What follows belongs to an exercise in optimizing a design on an open flow for small area, a short achievable clock period and few clock cycles; a production flow would make more cautious choices. In this exercise RTL edits were held to simulation tests only and were not proved equivalent to the original. Power and IR drop assume default switching activity.

Setup of before:
## online_shop
module online_shop
(
	input  logic         clk,
	input  logic         inf,
	input  logic [15:0]  data_in,
	input  logic         id_valid,
	input  logic         act_valid,
	input  logic         item_valid,
	input  logic         num_valid,
	input  logic         amnt_valid,
	input  logic         c_out_valid,
	input  logic [63:0]  c_data_r,
	output logic         c_in_valid,
	output logic         c_r_wb,
	output logic [7:0]   c_addr,
	output logic [63:0]  c_data_w,
	output logic         out_valid,
	output logic [3:0]   err_msg,
	output logic         complete,
	output logic [31:0]  out_info
);
clock: 9.0 ns
lec_check: 0
cap_margin: 20
core_margin: 2
core_utilization: 50
slew_margin: 20
standard.sh (not shown) runs the stock make flow with config.mk's settings and CLKGATE_MAP_FILE= SYNTH_SCRIPT=/design/flow/synth_recipe.tcl, a recipe that flattens the netlist after the stock synthesis.
==> flow/flow/run.sh <==
#!/bin/bash
# Own flow: the standard layout (standard.sh, unchanged synthesis and steps) with two
# extra ORFS settings passed on make's command line:
#  - port buffers are buf_1 cells instead of the default delay-buffer cells;
set -euo pipefail
cd "$(dirname "$0")/.."
bash standard.sh \
  "BUFFER_PORTS_ARGS=-buffer_cell sky130_fd_sc_hd__buf_1" \
  SETUP_SLACK_MARGIN=5.8 \
  finish > flow_make.log 2>&1
Testbench counts of before, summed over its fixed seeds: cycles 28,975.
## Diff of input files: after against before
diff --git a/flow/flow/run.sh b/flow/flow/run.sh
--- a/flow/flow/run.sh
+++ b/flow/flow/run.sh
@@ -9 +9 @@
-  SETUP_SLACK_MARGIN=5.8 \
+  SETUP_SLACK_MARGIN=5.5 \
[summary]
after | status: complete | timing, DRC, antenna: pass. In the metrics for before and after, the one carrying the higher total routed wirelength is before. after reports a higher clock share of power than before does. Higher area of the multi-input gates was reported by before, not after. Lower initial detailed-routing violation count among before and after: before. Against before, after reports a fmax that is higher.


run 1:
online_shop, a different RTL version from the one above (not shown whole).
Size in the first run: ~1400 cells after synthesis, about 240 flip-flops, ~200 I/O pins, about 0.014 mm² of cells after synthesis.
clock: 9.0 ns
lec_check: 0
cap_margin: 20
core_margin: 2
core_utilization: 50
cts_cluster_diameter: 100
cts_cluster_size: 30
slew_margin: 20
==> flow/flow/run.sh <==
#!/bin/bash
# Own flow: the standard layout (standard.sh, unchanged synthesis and steps) with two
# extra ORFS settings passed on make's command line:
#  - port buffers are buf_1 cells instead of the default delay-buffer cells;
set -euo pipefail
cd "$(dirname "$0")/.."
bash standard.sh \
  "BUFFER_PORTS_ARGS=-buffer_cell sky130_fd_sc_hd__buf_1" \
  SETUP_SLACK_MARGIN=5.8 \
  finish > flow_make.log 2>&1
In summary, run 1 completed successfully, with a layout that passed the timing, design-rule and antenna checks.
Testbench counts of run 1, summed over its fixed seeds: cycles 28,975.
> inputs changed (run 1 -> run 2)
Settings: CORE_UTILIZATION changed from 50 to 65; CTS_CLUSTER_SIZE changed from 30 to 20.
## What came out
Run 2 finished every stage and its layout cleared the timing, design-rule and antenna checks. Delta (run 2 minus run 1): post-synthesis to final-layout area growth now larger, ratio of final minimum period to clock period comparable, area of the placeable core now smaller. Run 2: worst setup slack higher than run 1. Compared with run 1, run 2 shows a lower fill cell total of the finished layout. Delta (run 2 minus run 1): starting DRC count in detailed routing higher, share of layout cells above drive strength 1 increased by 0.97 points relative to the old numbers.
> inputs changed (run 2 -> run 3)
Settings: changing CORE_UTILIZATION from 65 to 50.
diff --git a/flow/flow/run.sh b/flow/flow/run.sh
--- a/flow/flow/run.sh
+++ b/flow/flow/run.sh
@@ -9 +9 @@
-  SETUP_SLACK_MARGIN=5.8 \
+  SETUP_SLACK_MARGIN=5.6 \
### Flow results
- Run 3 against run 2: clock power now smaller; non-clock buffer count now smaller; routed via count divided by cell count now smaller; worst-case setup margin in the final layout now smaller; width of the die now larger.
- Of run 3 and run 2, the run reporting the higher worst slack after detailed placement was run 2.
- Between run 3 and run 2, met2 usage is higher for run 2, run 3 comes in under that.
- Summary of run 3 over run 2: fill cell instance count of the final layout climbed 915; post-CTS setup repair buffer count now smaller; wire length went up.
- Run 3 falls short of run 2 in final critical delay including setup and external delays.
Input-level comparison between run 4 and run 3:
Settings: CTS_CLUSTER_DIAMETER no longer set, was 100; CTS_CLUSTER_SIZE no longer set, was 20.
diff --git a/flow/flow/run.sh b/flow/flow/run.sh
--- a/flow/flow/run.sh
+++ b/flow/flow/run.sh
@@ -9 +9 @@
-  SETUP_SLACK_MARGIN=5.6 \
+  SETUP_SLACK_MARGIN=5.8 \
### Flow results
Compared with run 3, run 4 shows a pre-CTS worst setup slack that is 0.012 ns higher.
Between run 4 and run 3, the difference in detailed-routed wire length on met2 is negligible.
Note that the clock group power recorded for run 4 amounts to 1.5 times the value seen in run 3.
Measured against run 3, the power consumed by combinational cells of run 4 comes out at 1.07 times the reference value.
Run 4: final period demand of the worst path 0.11 ns below run 3
Pin count of the biggest net entering global routing, run 4 and run 3, higher one = run 4.
Run 4 vs run 3 — number of buffers other than clock buffers in the final layout climbed by a few percent
On cell total after placement, run 4 and run 3 are neck and neck.
Final wirelength: run 4 worse than run 3
Worst clock skew was lower in the run labelled run 4.
For run 5, these inputs were changed with respect to run 4:
Settings: putting CTS_CLUSTER_DIAMETER at 100 where nothing was set; putting CTS_CLUSTER_SIZE at 30 where nothing was set.
diff --git a/flow/flow/run.sh b/flow/flow/run.sh
--- a/flow/flow/run.sh
+++ b/flow/flow/run.sh
@@ -9 +9 @@
-  SETUP_SLACK_MARGIN=5.8 \
+  SETUP_SLACK_MARGIN=5.6 \
Notes after the runs:
Run 5 vs. run 4: core utilization went down by 2.6 points.
Run 5 vs. run 4: clock network area share lower; routability congestion estimate from global placement decreased about 1.2%; largest voltage drop on the vdd net went down by about 18%; global-route wire length before repair decreased by 0.56% relative to the old numbers; routing usage on met3 fell 1.6 points.
For the CTS buffer count, run 5 came in 14 lower than run 4 did.
Compared to run 4, the router laid down less metal wire for run 5.
As far as number of hold buffers added after cts goes, run 4 and run 5 are indistinguishable; the numbers are identical.
Higher clock transition at the register clock pins on the worst setup and hold paths after CTS goes to run 5 over run 4.
The estimated power of run 5 ends up lower than the estimate for run 4.
--- input diff run 5..run 6 ---
Settings: swapping 30 for 20 in CTS_CLUSTER_SIZE.
diff --git a/flow/flow/run.sh b/flow/flow/run.sh
--- a/flow/flow/run.sh
+++ b/flow/flow/run.sh
@@ -9 +9 @@
-  SETUP_SLACK_MARGIN=5.6 \
+  SETUP_SLACK_MARGIN=5.8 \
Results
- Proportion of cell area occupied by registers in run 6 is 0.91 points lower than in run 5
- Run 6 vs run 5 — met1 layer wirelength in the final routing dropped 240 µm.
- Taking run 5 as the reference, in run 6 routed wire length rose by about 1.2%, clock-pin slew on the worst setup and hold paths fell by 0.03 ns.
- Run 6 against run 5; total power is up by a few percent.
- Per the comparison of run 6 with run 5, delay of the slowest cell on the worst path saw little to no change, relative area change from synthesis to final layout saw an increase, global routing usage on met2 saw a decrease, relative contribution of sequential cells to total power saw a decrease.
- Compared with run 5, run 6 shows a routed via count that is 176 higher.


Another version of the RTL of online_shop (not shown whole).
For scale: ~1300 cells after synthesis, ~200 I/O pins, about 13000 sq um of cells after synthesis.
// online_shop
module online_shop
(
	input  logic         clk,
	input  logic         inf,
	input  logic [15:0]  data_in,
	input  logic         id_valid,
	input  logic         act_valid,
	input  logic         item_valid,
	input  logic         num_valid,
	input  logic         amnt_valid,
	input  logic         c_out_valid,
	input  logic [63:0]  c_data_r,
	output logic         c_in_valid,
	output logic         c_r_wb,
	output logic [7:0]   c_addr,
	output logic [63:0]  c_data_w,
	output logic         out_valid,
	output logic [3:0]   err_msg,
	output logic         complete,
	output logic [31:0]  out_info
);
Settings: LEC_CHECK=0, CAP_MARGIN=20, CORE_MARGIN=2, CORE_UTILIZATION=50, CTS_CLUSTER_DIAMETER=100, CTS_CLUSTER_SIZE=20, SLEW_MARGIN=20; clock period 9.0 ns.
==> flow/flow/run.sh <==
#!/bin/bash
# Own flow: the standard layout (standard.sh, unchanged synthesis and steps) with two
# extra ORFS settings passed on make's command line:
#  - port buffers are buf_1 cells instead of the default delay-buffer cells;
set -euo pipefail
cd "$(dirname "$0")/.."
bash standard.sh \
  "BUFFER_PORTS_ARGS=-buffer_cell sky130_fd_sc_hd__buf_1" \
  SETUP_SLACK_MARGIN=6.0 \
  finish > flow_make.log 2>&1
Testbench counts at the start, summed over its fixed seeds: cycles 28,975.
Then changed:
--- a/flow/flow/run.sh
+++ b/flow/flow/run.sh
@@ -7,4 +7,4 @@
 bash standard.sh \
   "BUFFER_PORTS_ARGS=-buffer_cell sky130_fd_sc_hd__buf_1" \
-  SETUP_SLACK_MARGIN=6.0 \
+  SETUP_SLACK_MARGIN=5.7 \
   finish > flow_make.log 2>&1
What happened: The changed run finished clean; combinational power fell by 14%; sequential power is about the same; total power came out lower by 7.8%; cell count fell by 3.0%; die area stays the same; wire length drops by 8.1%; clock-buffer cell count came out higher by 2; via count went down by 4.4%; synthesized cell count does not change; sequential cell count stays the same; hold slack loses 0.0037 ns.
Then changed:
--- a/flow/flow/run.sh
+++ b/flow/flow/run.sh
@@ -7,4 +7,4 @@
 bash standard.sh \
   "BUFFER_PORTS_ARGS=-buffer_cell sky130_fd_sc_hd__buf_1" \
-  SETUP_SLACK_MARGIN=5.7 \
+  SETUP_SLACK_MARGIN=5.8 \
   finish > flow_make.log 2>&1
Settings changed: CTS_CLUSTER_SIZE 20 to 25.
- The changed run finished with timing, DRC and antenna clean
- clock skew grows by 0.0036 ns
- global-route usage came out higher by 0.13 points
- worst setup slack is better by 0.058 ns
- via count came out higher by 0.93%
- register-to-register slack hardly moves
- combinational power climbs by about 3%
- design area rises by 1.4%
- sequential power is about the same
- critical path depth does not change
- cell count came out higher by 0.38%
- area after synthesis is unchanged
Then changed:
Settings changed: CTS_CLUSTER_SIZE 25 to 20.
Outcome: The changed run completed with no timing, DRC or antenna violations. Sequential share of layout area hardly moves. Cell count barely changes. Global-route usage is about the same. Die area is unchanged. Maximum frequency went up by 1.0%. First-iteration DRC count went up by 7.0%. Synthesized area stays the same. Worst hold slack stays flat. Setup slack improved by 0.032 ns.

separate check: timing with driven ports:
Ports are ideal in the flow. The routed layouts listed here were re-timed in OpenROAD.
Step 1, drivers: a clkbuf_16 drives clk and a buf_2 each remaining input, both assumed.
Step 2 times the ports against the registers' clock, not the clock port: input delays grow and output delays shrink by t, the midpoint of the rising clock arrivals with the driver on.
Three values: ideal ports, drivers, drivers and shift; two values: the first two.
| run | shift t [ns] | slack for setup (ns) | worst hold slack (ns) |
|---|---|---|---|
| before | 0.577 | 5.107 / 5.107 / 4.699 | 0.455 / 0.455 / 0.455 |
| after | 0.581 | 5.134 / 5.134 / 4.609 | 0.455 / 0.455 / 0.455 |
| run 1 | 0.534 | 5.662 / 5.665 / 5.144 | 0.452 / 0.452 / 0.452 |
| run 2 | 0.535 | 5.674 / 5.641 / 5.148 | 0.445 / 0.445 / 0.445 |
| run 3 | 0.534 | 5.557 / 5.557 / 5.076 | 0.461 / 0.461 / 0.461 |
| run 4 | 0.571 | 5.667 / 5.676 / 5.114 | 0.445 / 0.445 / 0.445 |
| run 5 | 0.537 | 5.595 / 5.608 / 5.071 | 0.462 / 0.462 / 0.462 |
| run 6 | 0.537 | 5.660 / 5.679 / 5.142 | 0.449 / 0.449 / 0.449 |
| the first run of note 3 | 0.548 | 5.834 / 5.785 / 5.305 | 0.448 / 0.448 / 0.448 |
| the second run of note 3 | 0.535 | 5.754 / 5.721 / 5.238 | 0.444 / 0.444 / 0.444 |
| the third run of note 3 | 0.538 | 5.812 / 5.803 / 5.294 | 0.449 / 0.449 / 0.449 |
| the fourth run of note 3 | 0.540 | 5.844 / 5.796 / 5.327 | 0.447 / 0.447 / 0.447 |
After both steps setup and hold are still met in every run listed. The setup slack of run 4, which loses most, moves by +0.009 ns with the drivers and by -0.553 ns with both steps.
